From an optimization exercise on the open Yosys and OpenROAD flow, aimed at small area; shortcuts taken in it are not production practice.
RTL that was checked went through simulation tests only; none was proved equivalent to the original.
For runs 1 and 2, only the layout was checked, not whether the RTL still works.
Power figures rest on the tool's default switching activity, not on a simulated workload.

[flow/run.sh]
#!/bin/bash
# Standard ORFS layout with these changes to how it is made:
#  - the two one-hot multiplexer modules are mapped by hand to a222oi-based gate netlists
#    (the write beat selects by and2_4 gates, each driving 64 loads)
#    (flow/handmap.py) before the standard synthesis script runs; every register is
#    synthesized as in the standard synthesis;
#  - the port buffers are the smallest buffer cell (buffer_ports -buffer_cell sky130_fd_sc_hd__buf_1);
#  - pins may sit on every routing track (place_pins -min_distance 1 track), so the die can be small;
#  - clock tree from clkbuf_4, without dummy loads.
set -euo pipefail
python3 flow/handmap.py design.v design_hand.v > handmap.log 2>&1
bash standard.sh \
  "VERILOG_FILES=$PWD/design_hand.v" \
  "BUFFER_PORTS_ARGS=-buffer_cell sky130_fd_sc_hd__buf_1" \
  "PLACE_PINS_ARGS=-min_distance 1 -min_distance_in_tracks" \
  "CTS_ARGS=-sink_clustering_enable -repair_clock_nets -dont_use_dummy_load -buf_list {sky130_fd_sc_hd__clkbuf_4}" \
  finish > standard_flow.log 2>&1
[flow/handmap.py]
#!/usr/bin/env python3
"""Replace the behavioural one-hot multiplexers mem_arbiter_n_bmux and mem_arbiter_n_amux in
the design with sky130hd gate netlists that use a222oi cells (three select/data pairs each).

usage: handmap.py design.v out.v
"""
import re
import sys

P = "sky130_fd_sc_hd__"


def cell(lines, typ, name, **pins):
    conn = ", ".join(f".{p}({n})" for p, n in pins.items())
    lines.append(f"  {P}{typ} {name} ({conn});")


def bmux():
    # o[j] = OR over i of sel[i] & d[i*64 + j], sel one-hot (16 inputs).
    L = ["module mem_arbiter_n_bmux (g, b, d, o);",
         "  input [3:0] g;", "  input [3:0] b;", "  input [1023:0] d;", "  output [63:0] o;",
         "  wire [15:0] sel;"]
    # sel[c*4 + k] = g[c] & b[k], each driving 64 loads, so a strong AND gate.
    for c in range(4):
        for k in range(4):
            cell(L, "and2_4", f"bm_sel{c*4+k}", A=f"g[{c}]", B=f"b[{k}]", X=f"sel[{c*4+k}]")
    for j in range(64):
        t = [f"bm_t{j}_{g}" for g in range(6)]
        x = f"bm_x{j}"
        L.append(f"  wire {', '.join(t)}, {x};")
        for g in range(5):
            a, b, c = 3 * g, 3 * g + 1, 3 * g + 2
            cell(L, "a222oi_1", f"bm_aoi{j}_{g}",
                 A1=f"sel[{a}]", A2=f"d[{a*64+j}]", B1=f"sel[{b}]", B2=f"d[{b*64+j}]",
                 C1=f"sel[{c}]", C2=f"d[{c*64+j}]", Y=t[g])
        cell(L, "nand2_1", f"bm_nd{j}", A=f"sel[15]", B=f"d[{15*64+j}]", Y=t[5])
        cell(L, "and3_1", f"bm_an{j}", A=t[0], B=t[1], C=t[2], X=x)
        cell(L, "nand4_1", f"bm_o{j}", A=x, B=t[3], C=t[4], D=t[5], Y=f"o[{j}]")
    L.append("endmodule")
    return "\n".join(L) + "\n"


def amux():
    # o[j] = OR over c of sel[c] & d[c*32 + 5 + j], sel one-hot (4 inputs).
    L = ["module mem_arbiter_n_amux (sel, d, o);",
         "  input [3:0] sel;", "  input [127:0] d;", "  output [26:0] o;"]
    for j in range(27):
        t0, t1 = f"am_t{j}_0", f"am_t{j}_1"
        L.append(f"  wire {t0}, {t1};")
        cell(L, "a222oi_1", f"am_aoi{j}",
             A1="sel[0]", A2=f"d[{0*32+5+j}]", B1="sel[1]", B2=f"d[{1*32+5+j}]",
             C1="sel[2]", C2=f"d[{2*32+5+j}]", Y=t0)
        cell(L, "nand2_1", f"am_nd{j}", A="sel[3]", B=f"d[{3*32+5+j}]", Y=t1)
        cell(L, "nand2_1", f"am_o{j}", A=t0, B=t1, Y=f"o[{j}]")
    L.append("endmodule")
    return "\n".join(L) + "\n"


def main():
    src = open(sys.argv[1]).read()
    for name in ("mem_arbiter_n_bmux", "mem_arbiter_n_amux"):
        m = re.search(r"^\s*module\s+" + name + r"\b.*?^\s*endmodule\b", src, re.S | re.M)
        if not m:
            sys.exit(f"handmap: module {name} not found")
        src = src[:m.start()] + "\n" + src[m.end():]
    src += "\n" + bmux() + "\n" + amux()
    open(sys.argv[2], "w").write(src)


if __name__ == "__main__":
    main()
[standard.sh]
#!/bin/bash
# synth_recipe.tcl (not shown) runs the flow's synth.tcl, then flattens the netlist and writes it again
# the make line also repeats each setting of config.mk as NAME=value (left out here)
make -C /OpenROAD-flow-scripts/flow DESIGN_CONFIG=/design/flow/config.mk WORK_HOME=/design/flow/orfs CLKGATE_MAP_FILE= SYNTH_SCRIPT=/design/flow/synth_recipe.tcl "${@:-finish}"
[config.mk]
export PLATFORM = sky130hd
export DESIGN_NAME = mem_arbiter_n
export DESIGN_NICKNAME = mem_arbiter_n
export VERILOG_FILES = /design/flow/design.v
export SDC_FILE = /design/flow/constraint.sdc
export NUM_CORES = 4
export LEC_CHECK = 0
export CAP_MARGIN = 10
export CORE_AREA = 14 14 296 296
export DIE_AREA = 0 0 310 310
export SLEW_MARGIN = 10
[constraint.sdc]
create_clock -name core_clock -period 5.0 [get_ports {clk}]
set_input_delay 1.0000 -clock core_clock [delete_from_list [all_inputs] [get_ports {clk}]]
set_output_delay 1.0000 -clock core_clock [all_outputs]
set_load 0.01 [all_outputs]
[design.v]
module mem_arbiter_n #(
  parameter int NUM_CH  = 4,
  parameter int ADDR_W  = 32,
  parameter int LINE_W  = 256,
  parameter int BURST_W = 64
) (
  input  logic                       clk,
  input  logic                       reset_n,
  input  logic [NUM_CH-1:0]          ch_read_i,
  input  logic [NUM_CH-1:0]          ch_write_i,
  input  logic [NUM_CH*ADDR_W-1:0]   ch_addr_i,
  input  logic [NUM_CH*LINE_W-1:0]   ch_wline_i,
  output logic [LINE_W-1:0]          ch_rline_o,
  output logic [NUM_CH-1:0]          ch_resp_o,
  output logic                       stall_o,
  input  logic                       resp_i,
  input  logic [BURST_W-1:0]         burst_i,
  output logic [BURST_W-1:0]         burst_o,
  output logic [ADDR_W-1:0]          address_o,
  output logic                       read_o,
  output logic                       write_o
);
  localparam int BEATS = LINE_W / BURST_W;
  localparam int OFF_W = $clog2(LINE_W / 8);
  logic [NUM_CH-1:0] req;
  logic [NUM_CH-1:0] grant_q;     
  logic [NUM_CH-1:0] ptr;         
  logic [NUM_CH-1:0] grant_sel;   
  logic [BEATS-1:0]  beat_q;      
  logic              done_q;      
  logic              busy, idle;
  assign req  = ch_read_i | ch_write_i;
  assign busy = read_o | write_o;
  assign idle = ~busy & ~done_q;
  assign ptr  = {grant_q[NUM_CH-2:0], grant_q[NUM_CH-1]};
  always_comb begin
    logic found;
    grant_sel = '0;
    found     = 1'b0;
    for (int p = 0; p < NUM_CH; p++) begin
      if (ptr[p]) begin
        found = 1'b0;
        for (int j = 0; j < NUM_CH; j++) begin
          if (!found && req[(p + j) % NUM_CH]) begin
            grant_sel[(p + j) % NUM_CH] = 1'b1;
            found = 1'b1;
          end
        end
      end
    end
  end
  always_ff @(posedge clk or negedge reset_n) begin
    if (!reset_n) begin
      grant_q <= NUM_CH'(1) << (NUM_CH - 1);
      beat_q  <= BEATS'(1);
      done_q  <= 1'b0;
      read_o  <= 1'b0;
      write_o <= 1'b0;
    end else begin
      done_q <= busy & resp_i & beat_q[BEATS-1];
      if (idle) begin
        if (|req) begin
          grant_q <= grant_sel;
          write_o <= |(ch_write_i & grant_sel);
          read_o  <= ~|(ch_write_i & grant_sel);
        end
      end else if (busy & resp_i) begin
        beat_q <= {beat_q[BEATS-2:0], beat_q[BEATS-1]};
        if (beat_q[BEATS-1]) begin
          read_o  <= 1'b0;
          write_o <= 1'b0;
        end
      end
    end
  end
  assign ch_resp_o = done_q ? grant_q : '0;
  assign stall_o   = (|req) & ~done_q;
  mem_arbiter_n_amux u_amux (
    .sel(grant_q),
    .d  (ch_addr_i),
    .o  (address_o[ADDR_W-1:OFF_W])
  );
  assign address_o[OFF_W-1:0] = '0;
  mem_arbiter_n_bmux u_bmux (
    .g  (grant_q),
    .b  (beat_q),
    .d  (ch_wline_i),
    .o  (burst_o)
  );
  always_ff @(posedge clk) begin
    for (int k = 0; k < BEATS - 1; k++)
      if (beat_q[k]) ch_rline_o[k*BURST_W +: BURST_W] <= burst_i;
    ch_rline_o[(BEATS-1)*BURST_W +: BURST_W] <= burst_i;
  end
endmodule
module mem_arbiter_n_amux (
  input  logic [3:0]   sel,
  input  logic [127:0] d,
  output logic [26:0]  o
);
  always_comb begin
    o = '0;
    for (int c = 0; c < 4; c++) o = o | ({27{sel[c]}} & d[c*32 + 5 +: 27]);
  end
endmodule
module mem_arbiter_n_bmux (
  input  logic [3:0]    g,
  input  logic [3:0]    b,
  input  logic [1023:0] d,
  output logic [63:0]   o
);
  logic [15:0] sel;
  always_comb begin
    for (int c = 0; c < 4; c++)
      for (int k = 0; k < 4; k++) sel[c*4 + k] = g[c] & b[k];
    o = '0;
    for (int i = 0; i < 16; i++) o = o | ({64{sel[i]}} & d[i*64 +: 64]);
  end
endmodule
==> results.yml, run 1 <==
run_status:
  run_status: "stopped before the end"
  haltStage: "global routing"
  stop_error: "[ERROR GRT-0116] Global routing finished with congestion. Check the congestion regions in the DRC Viewer."
place:
  dp_hpwl_um: 141000
  pre_cts_ws_ps: 1170
  dp_cells: 3576
  gp_congestion: 1.21
  io_buffers: 1560
global_route:
  grt_start_max_net_pins: 66
  grt_overflow_total: 2
  grt_pass1_vias: 22200
  grt_util_all_layers_pct: 32.4
  grt_pass1_wl_um: 209000
synth:
  yosysUniqueCellTypes: 36
  synth-seq-cells: 267
  ys_warn_count: 1
  syn-cell-area_mm2: 0.0126
  syn_inst: 935
  syn-mean-instance-area_um2: 13.4
  seq_area_frac_synth_pct: 58.3
floorplan:
  io_pins: 1586
  die_y_um: 310
  rows: 102
  initial_utilization_pct: 16.1
  chipWidth_um: 310
clock_tree:
  cts_buffer_depth: 3
  root_buffer: "clkbuf_4"
  cts_resized: 0
  cts_buffers: 58
  cts.hold.buffers_added: 0
  post_cts_buffers: 0
  htreeDepth: 2
  cts_sinks: 267
Yosys cell counts:
| library cell | instances | area, um2 |
|---|---|---|
| a2111oi_2 | 1 | 15.0 |
| a211o_2 | 1 | 10.0 |
| a21o_1 | 1 | 7.51 |
| a21oi_1 | 3 | 15.0 |
| a21oi_2 | 1 | 8.76 |
| a221o_1 | 2 | 20.0 |
| a221oi_1 | 1 | 8.76 |
| a222oi_1 | 347 | 3470 |
| a32o_2 | 1 | 11.3 |
| and2_1 | 3 | 18.8 |
| and2_2 | 1 | 7.51 |
| and2_4 | 16 | 140 |
| and3_1 | 64 | 400 |
| buf_4 | 5 | 37.5 |
| clkbuf_4 | 1 | 7.51 |
| conb_1 | 1 | 3.75 |
| dfrtp_1 | 9 | 225 |
| dfstp_2 | 2 | 52.6 |
| dfxtp_1 | 64 | 1280 |
| edfxtp_1 | 192 | 5770 |
| inv_1 | 1 | 3.75 |
| mux2_2 | 3 | 33.8 |
| nand2_1 | 125 | 469 |
| nand4_1 | 64 | 400 |
| nor2_1 | 5 | 18.8 |
| nor2_2 | 1 | 6.26 |
| nor3_1 | 1 | 5.00 |
| nor3b_1 | 1 | 7.51 |
| nor4_1 | 1 | 6.26 |
| nor4_2 | 1 | 12.5 |
| o21ai_0 | 6 | 30.0 |
| o21ai_1 | 4 | 20.0 |
| o21bai_2 | 2 | 22.5 |
| o22ai_1 | 1 | 6.26 |
| o31ai_1 | 2 | 15.0 |
| or2_1 | 1 | 6.26 |
routing by layer:
metal,GRT overflow,GRT usage (%)
met5,0,4.70
met2,1,48.4
met4,1,27.8
met1,0,31.8
met3,0,18.4
power groups by stage:
stage	Clock, uW	Combinational (uW)	Sequential [uW]
floorplan	0	8.26	2470
CTS	1300	482	2400
detailed placement	0	478	2450
global placement	0	470	2450
how the worst max path moves through the flow:
stage	startpoint	end	slack (ps)	depth (start not counted)
CTS	grant_q[3]$_DFFE_PN1P_	burst_o[28]	340	6
detailed placement	grant_q[3]$_DFFE_PN1P_	burst_o[28]	1170	6
global placement	grant_q[3]$_DFFE_PN1P_	burst_o[28]	1130	6
floorplan	beat_q[2]$_DFFE_PN0P_	burst_o[0]	1210	4
kinds of logic after synthesis:
| kind of cell | after synthesis | share of synthesized area [%] |
|---|---|---|
| buffers and inverters | 7 | 0.388 |
| other | 1 | 0.0298 |
| AND/OR/NAND/NOR | 284 | 11.9 |
| flip-flops | 267 | 58.3 |
| multiplexers | 3 | 0.269 |
| AO/OA/AOI/OAI | 373 | 29.1 |
per-stage QoR:
stage	area (um2)	util, %	hold slack (ps)
3_5_place_dp	20200	25.8	539
4_1_cts	20600	26.4	184
2_1_floorplan	12600	-	552
3_3_place_gp	20200	25.8	531
==> inputs of run 2 (changes only) <==
--- a/flow/run.sh
+++ b/flow/run.sh
@@ -6,12 +6,12 @@
 #    synthesized as in the standard synthesis;
 #  - the port buffers are the smallest buffer cell (buffer_ports -buffer_cell sky130_fd_sc_hd__buf_1);
 #  - pins may sit on every routing track (place_pins -min_distance 1 track), so the die can be small;
-#  - clock tree from clkbuf_4, without dummy loads.
+#  - clock tree from clkbuf_2/clkbuf_4, without dummy loads.
 set -euo pipefail
 python3 flow/handmap.py design.v design_hand.v > handmap.log 2>&1
 bash standard.sh \
   "VERILOG_FILES=$PWD/design_hand.v" \
   "BUFFER_PORTS_ARGS=-buffer_cell sky130_fd_sc_hd__buf_1" \
   "PLACE_PINS_ARGS=-min_distance 1 -min_distance_in_tracks" \
-  "CTS_ARGS=-sink_clustering_enable -repair_clock_nets -dont_use_dummy_load -buf_list {sky130_fd_sc_hd__clkbuf_4}" \
+  "CTS_ARGS=-sink_clustering_enable -repair_clock_nets -dont_use_dummy_load -buf_list {sky130_fd_sc_hd__clkbuf_2 sky130_fd_sc_hd__clkbuf_4}" \
   finish > standard_flow.log 2>&1
==> run 2 against run 1 <==
Compared with the run above:
- the flow again stops in global routing
- synthesized cell count unchanged
- synthesized area unchanged
==> results.yml, run 2 <==
run_status:
  run_status: "stopped before the end"
  haltStage: "global routing"
  stop_error: "[ERROR GRT-0116] Global routing finished with congestion. Check the congestion regions in the DRC Viewer."
synth:
  seq_area_frac_synth_pct: 58.3
  syn_inst: 935
  netlist_top_cells_area: "edfxtp_1 46%, a222oi_1 28%, dfxtp_1 10%, nand2_1 3.7%, and3_1 3.2%"
  syn-mean-instance-area_um2: 13.4
  synth_ff_type: "edfxtp_1"
  synth.top_cell.area_share_pct: 45.9
  yosysMostFrequentCell: "a222oi_1"
  async_flop_share_pct: 4.12
  yosys.area.top_type: "edfxtp_1"
  netlist_top_cells_count: "347 x a222oi_1, 192 x edfxtp_1, 125 x nand2_1"
  yosysUniqueCellTypes: 36
  synth_edf_count: 192
  synth-seq-cells: 267
  syn-cell-area_mm2: 0.0126
  ys_warn_count: 1
clock_tree:
  htreeDepth: 2
  root_buffer: "clkbuf_4"
  cts_resized: 0
  cts_buffers: 58
  cts_sinks: 267
  cts.hold.buffers_added: 0
  cts_buffer_depth: 3
  post_cts_buffers: 0
floorplan:
  chipWidth_um: 310
  initial_utilization_pct: 16.1
  io_pins: 1586
  die_y_um: 310
  rows: 102
place:
  pre_cts_ws_ps: 1170
  dp_hpwl_um: 141000
  io_buffers: 1560
  gp_congestion: 1.21
global_route:
  grt_overflow_total: 2
  grt_pass1_wl_um: 209000
  grt_util_all_layers_pct: 32.4
  grt_pass1_vias: 22200
  grt_start_max_net_pins: 66
==> run 2: cell counts after synthesis <==
No cell type changed its count.
==> run 2: worst max path at each step <==
stage | cells after the start | from | end | slack [ps]
after detailed placement | 6 | grant_q[3]$_DFFE_PN1P_ | burst_o[28] | 1170
after CTS | 6 | grant_q[3]$_DFFE_PN1P_ | burst_o[28] | 340
after global placement | 6 | grant_q[3]$_DFFE_PN1P_ | burst_o[28] | 1130
after floorplan | 4 | beat_q[2]$_DFFE_PN0P_ | burst_o[0] | 1210
==> run 2: metal layers <==
metal / global-route usage [%] / GRT overflow
met1: 31.8 / 0
met2: 48.4 / 1
met3: 18.4 / 0
met4: 27.8 / 1
met5: 4.70 / 0
==> run 2: power by group through the flow <==
stage,sequential (uW),combinational [uW],clock [uW]
3_3_place_gp,2450,470,0
3_5_place_dp,2450,478,0
4_1_cts,2400,482,1300
2_1_floorplan,2470,8.26,0
==> run 2: through the flow <==
stage               area, um2  utilization [%]  std cells
CTS                     20600             26.4       3634
detailed placement      20200             25.8       3576
global placement        20200             25.8       3576
floorplan               12600                -        939
==> run 2: cell families after synthesis <==
| kind of cell | Yosys count | share of synthesized area [%] |
|---|---|---|
| AOI/OAI and AO/OA | 373 | 29.1 |
| and+or+nand+nor | 284 | 11.9 |
| DFF | 267 | 58.3 |
| buffers and inverters | 7 | 0.388 |
| muxes | 3 | 0.269 |
| other | 1 | 0.0298 |
==> inputs of run 3 (changes only) <==
--- a/design.v
+++ b/design.v
@@ -75,6 +75,11 @@
   end
   assign ch_resp_o = done_q ? grant_q : '0;
   assign stall_o   = (|req) & ~done_q;
+  logic [NUM_CH*BEATS-1:0] wsel;
+  always_comb begin
+    for (int c = 0; c < NUM_CH; c++)
+      for (int k = 0; k < BEATS; k++) wsel[c*BEATS + k] = grant_q[c] & beat_q[k];
+  end
   mem_arbiter_n_amux u_amux (
     .sel(grant_q),
     .d  (ch_addr_i),
@@ -82,8 +87,7 @@
   );
   assign address_o[OFF_W-1:0] = '0;
   mem_arbiter_n_bmux u_bmux (
-    .g  (grant_q),
-    .b  (beat_q),
+    .sel(wsel),
     .d  (ch_wline_i),
     .o  (burst_o)
   );
@@ -104,15 +108,11 @@
   end
 endmodule
 module mem_arbiter_n_bmux (
-  input  logic [3:0]    g,
-  input  logic [3:0]    b,
+  input  logic [15:0]   sel,
   input  logic [1023:0] d,
   output logic [63:0]   o
 );
-  logic [15:0] sel;
   always_comb begin
-    for (int c = 0; c < 4; c++)
-      for (int k = 0; k < 4; k++) sel[c*4 + k] = g[c] & b[k];
     o = '0;
     for (int i = 0; i < 16; i++) o = o | ({64{sel[i]}} & d[i*64 +: 64]);
   end
==> flow/run.sh (replaced) <==
#!/bin/bash
# Standard ORFS layout with these changes to how it is made:
#  - the two one-hot multiplexer modules are mapped by hand to a222oi-based gate netlists
#    (flow/handmap.py) before the standard synthesis script runs; every register is
#    synthesized as in the standard synthesis;
#  - the port buffers are the smallest buffer cell (buffer_ports -buffer_cell sky130_fd_sc_hd__buf_1);
#  - pins may sit on every routing track (place_pins -min_distance 1 track), so the die can be small;
#  - clock tree from clkbuf_4, without dummy loads.
set -euo pipefail
python3 flow/handmap.py design.v design_hand.v > handmap.log 2>&1
bash standard.sh \
  "VERILOG_FILES=$PWD/design_hand.v" \
  "BUFFER_PORTS_ARGS=-buffer_cell sky130_fd_sc_hd__buf_1" \
  "PLACE_PINS_ARGS=-min_distance 1 -min_distance_in_tracks" \
  "CTS_ARGS=-sink_clustering_enable -repair_clock_nets -dont_use_dummy_load -buf_list {sky130_fd_sc_hd__clkbuf_4}" \
  finish > standard_flow.log 2>&1
--- a/flow/handmap.py
+++ b/flow/handmap.py
@@ -17,13 +17,8 @@
 
 def bmux():
     # o[j] = OR over i of sel[i] & d[i*64 + j], sel one-hot (16 inputs).
-    L = ["module mem_arbiter_n_bmux (g, b, d, o);",
-         "  input [3:0] g;", "  input [3:0] b;", "  input [1023:0] d;", "  output [63:0] o;",
-         "  wire [15:0] sel;"]
-    # sel[c*4 + k] = g[c] & b[k], each driving 64 loads, so a strong AND gate.
-    for c in range(4):
-        for k in range(4):
-            cell(L, "and2_4", f"bm_sel{c*4+k}", A=f"g[{c}]", B=f"b[{k}]", X=f"sel[{c*4+k}]")
+    L = ["module mem_arbiter_n_bmux (sel, d, o);",
+         "  input [15:0] sel;", "  input [1023:0] d;", "  output [63:0] o;"]
     for j in range(64):
         t = [f"bm_t{j}_{g}" for g in range(6)]
         x = f"bm_x{j}"
==> run 3 against run 2 <==
Compared with the run above:
- synthesized cell count increased by 0.11%
- now clean on timing, DRC and antenna
- synthesized area decreased by 0.32%
==> results.yml, run 3 <==
clock_tree:
  post_cts_buffers: 0
  clk_pin_slew_worst_paths_ps: 70
  clkLatencyLatePin_ps: 750
  htreeDepth: 2
  cts_tree: "done"
  cts_buffer_depth: 3
  root_buffer: "clkbuf_4"
  cts_resized: 0
  cts.hold.buffers_added: 0
  cts_buffers: 59
  cts_sinks: 267
finish:
  layout_common_cells: "1560 x buf_1, 347 x a222oi_1, 192 x edfxtp_1"
  layout-drive-gt1-share_pct: 5.52
  area_growth_pct: 67.7
  fillCellCount: 8736
  nNetsFinal: 3840
  ff_latch_area_mm2: 0.00733
  largest_registers: "ch_rline_o (256), beat_q (4), grant_q (4)"
  multi_input_area_mm2: 0.00521
  top_register: "ch_rline_o"
  largest_reg_flops: 256
  final_common_cell: "buf_1"
sta:
  worstMarginPinSlew_ps: 1180
  slew_violations: 0
  fin_setup_tns_ps: 0
  finalCriticalPeriod_ps: 4710
  fmax_ghz: 0.212
  final-hold-violation-count: 0
  min_period_over_period_pct: 94.1
  slew-limit-headroom_pct: 21.2
  rsz0062_at_grt: "no"
  hold_slack_ps: 364
  finClkSkew_ps: 150
  setup_viol_count_final: 0
synth:
  synth_ff_type: "edfxtp_1"
  synth-seq-cells: 267
  syn_inst: 936
  ys_warn_count: 1
  seq_area_frac_synth_pct: 58.4
  yosysMostFrequentCell: "a222oi_1"
  synth.top_cell.area_share_pct: 46.0
  netlist_top_cells_count: "347 x a222oi_1, 192 x edfxtp_1, 125 x nand2_1"
  syn-mean-instance-area_um2: 13.4
  netlist_top_cells_area: "edfxtp_1 46%, a222oi_1 28%, dfxtp_1 10%, nand2_1 3.7%, and3_1 3.2%"
  async_flop_share_pct: 4.12
  yosysUniqueCellTypes: 35
  syn-cell-area_mm2: 0.0125
  yosys.area.top_type: "edfxtp_1"
  synth_edf_count: 192
worst_setup_path:
  ff2ff_path_depth: 5
  crit_path_end_kind: "output port"
  startpoint_type: "register"
  crit_fanout: 26
  worstSetupPathType: "reg2out"
  cp.required_ps: 4000
  cp_data_arrival_time_ps: 3710
floorplan:
  initial_utilization_pct: 16.0
  die_y_um: 310
  fp.dieArea_mm2: 0.0961
  io_pins: 1586
  coreArea_mm2: 0.0781
  chipWidth_um: 310
  rows: 102
place:
  io_buffers: 1560
  dp_hpwl_um: 133000
  gp_congestion: 1.11
routing:
  first_pass_iters: 15
  ant_nets: 0
  route.detailed.drc: 0
  wire_per_inst_um: 41.4
  routed_wl_um: 156000
  dr_total_vias: 21000
  drt_iter0_drc: 4119
  vias_per_cell: 5.57
power:
  p_leak_uw: 0.00626
  powerDensity_mw_per_mm2: 236
  ir_drop_uv: 123
hold_path:
  hp-class: "in2async"
global_route:
  grt_start_max_net_pins: 58
  grt_overflow_total: 0
  grt_util_all_layers_pct: 29.7
  grt_antenna_before_repair: 150
  grt_pass1_wl_um: 195000
  grt_pass1_vias: 21000
flow_run:
  drv_cap: 0
run_status:
  run_status: "timing/DRC/antenna clean"
run 3: worst paths after layout:
| check | start | endpoint | slack [ps] |
|---|---|---|---|
| hold / removal | reset_n | grant_q[2]$_DFFE_PN0P_ | 360 |
| hold reg to reg | beat_q[3]$_DFFE_PN0P_ | beat_q[3]$_DFFE_PN0P_ | 610 |
| max in group asynchronous | reset_n | beat_q[2]$_DFFE_PN0P_ | 4150 |
| min in group core_clock | burst_i[49] | ch_rline_o[241]$_DFF_P_ | 430 |
| setup / recovery | grant_q[1]$_DFFE_PN0P_ | burst_o[22] | 290 |
| setup reg to reg | grant_q[3]$_DFFE_PN1P_ | write_o$_DFFE_PN0P_ | 2780 |
run 3: logic make-up after synthesis:
kind of cell / after synthesis / synth area share [%]
AOI/OAI and AO/OA: 370 / 29.2
buffers and inverters: 11 / 0.479
and+or+nand+nor: 283 / 11.5
DFF: 267 / 58.4
other: 1 / 0.0299
muxes: 4 / 0.349
run 3: routing by layer:
| layer | track usage, % | vias up | wire length [um] |
|---|---|---|---|
| met2 | 45.1 | 2267 | 70500 |
| met1 | 28.6 | 9865 | 47500 |
| met5 | 1.14 | - | 280 |
| li1 | - | 8137 | - |
| met4 | 30.9 | 42 | 16800 |
| met3 | 14.0 | 711 | 21400 |
run 3: through the flow:
stage               instance area, um2  cells  setup slack [ps]  util, %  total power (uW)
floorplan                        12500    940               451        -              2950
global placement                 20300   3592               889     25.9              3720
detailed placement               20300   3592               980     25.9              3710
CTS                              20700   3651               296     26.5              4980
global route                     20900   3743               206     26.8              5180
finish                           21000   3776               294     26.9              4960
run 3: power by group:
group	switching, uW	leakage (uW)	internal (uW)
Combinational	751	0.00359	455
Clock	726	0.000272	533
Sequential	76.4	0.00240	2420
Total	1550	0.00626	3410
run 3: cell type report:
type / instances / share of cell area, %
Inverter: 3 / 0.0536
Tap cell: 1040 / 6.19
Clock buffer: 59 / 2.11
Antenna cell: 125 / 1.49
Sequential cell: 267 / 34.9
Multi-Input combinational cell: 662 / 24.8
Timing Repair Buffer: 1620 / 30.5
run 3: critical path: stages (launching register included):
cell and delay (ps):
dfrtp_1 720, buf_4 420, and2_2 590, buf_4 440, a222oi_1 230, and3_1 220
nand4_1 70, buf_1 360
==> inputs of run 4 (changes only) <==
--- a/design.v
+++ b/design.v
@@ -93,7 +93,9 @@
   );
   always_ff @(posedge clk) begin
     for (int k = 0; k < BEATS - 1; k++)
-      if (beat_q[k]) ch_rline_o[k*BURST_W +: BURST_W] <= burst_i;
+      ch_rline_o[k*BURST_W +: BURST_W] <=
+          ({BURST_W{beat_q[k]}} & burst_i) |
+          ({BURST_W{|(beat_q & ~(BEATS'(1) << k))}} & ch_rline_o[k*BURST_W +: BURST_W]);
     ch_rline_o[(BEATS-1)*BURST_W +: BURST_W] <= burst_i;
   end
 endmodule
==> run 4 against run 3 <==
Compared with the run above:
- still clean
- synthesized area is 0.15% lower
- sequential cell count unchanged
- count of clock-buffer cells in the layout unchanged
- via count up 8.9%
- clock skew is 88 ps lower
- die area unchanged
- maximum frequency is 1.3% higher
- critical path type unchanged
==> results.yml, run 4 <==
finish:
  fillCellCount: 8932
  area_growth_pct: 66.0
  nNetsFinal: 4023
  top_register: "ch_rline_o"
  final_common_cell: "buf_1"
  largest_reg_flops: 256
  layout_common_cells: "1560 x buf_1, 347 x a222oi_1, 256 x dfxtp_1"
  layout-drive-gt1-share_pct: 4.90
  largest_registers: "ch_rline_o (256), beat_q (4), grant_q (4)"
synth:
  yosysUniqueCellTypes: 36
  synth_top_family_by_area: "compound AO/OA/AOI/OAI gates"
  synth_fa_ha_area_share_pct: 0
  syn_inst: 1178
  yosys.area.top_type: "dfxtp_1"
  synth_ff_type: "dfxtp_1"
  synth_xor_area_share_pct: 0
  async_flop_share_pct: 4.12
  ys_warn_count: 1
  synth_compound_area_share_pct: 42.7
  netlist_top_cells_count: "347 x a222oi_1, 256 x dfxtp_1, 192 x a22o_1"
  syn-mean-instance-area_um2: 10.6
  netlist_top_cells_area: "dfxtp_1 41%, a222oi_1 28%, a22o_1 13%, nand2_1 3.8%, and3_1 3.2%"
  yosysMostFrequentCell: "a222oi_1"
  synth-simple-area-share_pct: 11.8
  syn-cell-area_mm2: 0.0125
  synth_edf_count: 0
  synth.top_cell.area_share_pct: 41.0
  yosys-mux-area-fraction_pct: 0.270
  synth-seq-cells: 267
  seq_area_frac_synth_pct: 43.2
clock_tree:
  cts_buffer_depth: 3
  cts_sinks: 267
  post_cts_buffers: 0
  clk_pin_slew_worst_paths_ps: 80
  clkLatencyLatePin_ps: 730
  cts.hold.buffers_added: 0
  cts_tree: "done"
  cts_buffers: 59
  htreeDepth: 2
  cts_resized: 0
  root_buffer: "clkbuf_4"
sta:
  finClkSkew_ps: 62.2
  hold_slack_ps: 292
  min_period_over_period_pct: 92.9
  slew_violations: 0
  finalCriticalPeriod_ps: 4640
  fin_setup_tns_ps: 0
  worstMarginPinSlew_ps: 1100
  final-hold-violation-count: 0
  rsz0062_at_grt: "no"
  slew-limit-headroom_pct: 26.4
  fmax_ghz: 0.215
  setup_viol_count_final: 0
floorplan:
  rows: 102
  coreArea_mm2: 0.0781
  initial_utilization_pct: 16.0
  chipWidth_um: 310
  die_y_um: 310
  io_pins: 1586
  fp.dieArea_mm2: 0.0961
global_route:
  grt_overflow_total: 0
  grt_pass1_wl_um: 200000
  grt_pass1_vias: 22000
  grt_start_max_net_pins: 68
  grt_util_all_layers_pct: 30.0
  grt_antenna_before_repair: 170
place:
  io_buffers: 1560
  dp_hpwl_um: 128000
  gp_congestion: 1.19
routing:
  ant_nets: 0
  wire_per_inst_um: 39.5
  route.detailed.drc: 0
  dr_total_vias: 22900
  first_pass_iters: 17
  drt_iter0_drc: 5629
  vias_per_cell: 5.75
  routed_wl_um: 157000
worst_setup_path:
  crit_slowest_cell: "dfstp_2"
  cp_data_arrival_time_ps: 3640
  crit_path_end_kind: "output port"
  cp.required_ps: 4000
  worstSetupPathType: "reg2out"
  r2r-start: "beat_q[2]$_DFFE_PN0P_"
  startpoint_type: "register"
  crit_fanout: 42
  cpPeakStageDelay_ps: 1000
  worstPathCellList: "and2_4, buf_4, a222oi_1, nand4_1, buf_1"
  crit_start: "grant_q[3]$_DFFE_PN1P_"
flow_run:
  drv_cap: 0
hold_path:
  hp-class: "in2async"
run_status:
  run_status: "timing/DRC/antenna clean"
power:
  p_leak_uw: 0.00667
  powerDensity_mw_per_mm2: 190
  ir_drop_uv: 179
run 4: cell types whose count changed in the layout (fill, tap and decap cells not counted), moves of 3 or more:
cell      before  now
or3_2          0    3
buf_12         8   12
edfxtp_1     192    0
dfxtp_1       64  256
and2_4        10    7
o21ai_0        4    7
a22o_1         0  192
buf_4         52   35
diode_2      125  147
and2_2         4   10
run 4: where the power goes:
group	switching (uW)	total (uW)	internal [uW]
logic	259	480	221
registers	6.93	2160	2160
clock network	767	1300	533
total	1030	3940	2910
run 4: cell families (layout without fill, tap and decap cells):
group	after synthesis	after routing
buffers and inverters	55	1667
multiplexers	3	3
AO/OA/AOI/OAI	565	565
AND/OR/NAND/NOR	287	287
flip-flops	267	267
other	1	152
run 4: worst max-delay path: cells and delay by family (launching register included):
kind	cells	cell delay [ps]
simple gates	2	1020
compound gates	1	200
flops	1	1000
buf+inv	2	720
run 4: final cells by class:
type	count	area [um2]	share of cell area, %
Multi-Input combinational cell	860	6900	33.2
Sequential cell	267	5410	26.0
Timing Repair Buffer	1607	6360	30.6
Tap cell	1040	1300	6.26
Antenna cell	147	368	1.77
Inverter	1	3.75	0.0181
Clock buffer	59	443	2.13
run 4: metrics by stage:
step | util, % | worst slack (ps) | std cells | area, um2 | power, uW
after floorplan | - | 1270 | 1182 | 12500 | 2230
after global placement | 25.6 | 1190 | 3775 | 20000 | 2670
after detailed placement | 25.6 | 1200 | 3775 | 20000 | 2670
after CTS | 26.1 | 424 | 3834 | 20400 | 3980
after global routing | 26.4 | 234 | 3933 | 20700 | 4100
final | 26.6 | 356 | 3981 | 20800 | 3940
run 4: routing by layer:
metal	part of all wire (%)	vias up	GRT usage [%]
li1	-	8937	-
met1	31	10600	30.2
met2	42	2493	43.0
met3	15	787	16.1
met4	11	36	30.0
met5	0.24	-	2.67
run 4: final timing paths:
check                                           to  slack [ps]  cells past startpoint
max                                    burst_o[47]         360                      5
min                            write_o$_DFFE_PN0P_         290                      1
max reg2reg                 ch_rline_o[97]$_DFF_P_        2230                      4
min reg2reg                 ch_rline_o[33]$_DFF_P_         470                      1
max in group asynchronous    beat_q[1]$_DFFE_PN0P_        4250                      1
min in group core_clock    ch_rline_o[193]$_DFF_P_         450                      1

[re-timing with driven ports]
The flow's constraints put no driver on any port. The routed layouts listed below were extracted and timed again, unchanged, in two steps.
Step 1 (the two cells are an assumption about what drives the block):
set clk [get_ports {clk}]
set_driving_cell -lib_cell sky130_fd_sc_hd__clkbuf_16 $clk
set_driving_cell -lib_cell sky130_fd_sc_hd__buf_2 [delete_from_list [all_inputs] $clk]
Step 2 also shifts input and output timing later by t, the mid clock arrival at the registers, as if the neighbouring blocks saw the same clock.
Slacks: no drivers / after step 1 / after step 2; pairs: no drivers / after step 1.
| run | shift t [ns] | setup WS [ns] | worst data-port slew with drivers (ns) |
|---|---|---|---|
| run 3 | 0.709 | 0.294 / 0.259 / 0.968 | 0.28 |
| run 4 | 0.734 | 0.356 / 0.317 / 1.051 | 0.48 |
After both steps every run listed still meets setup and hold.
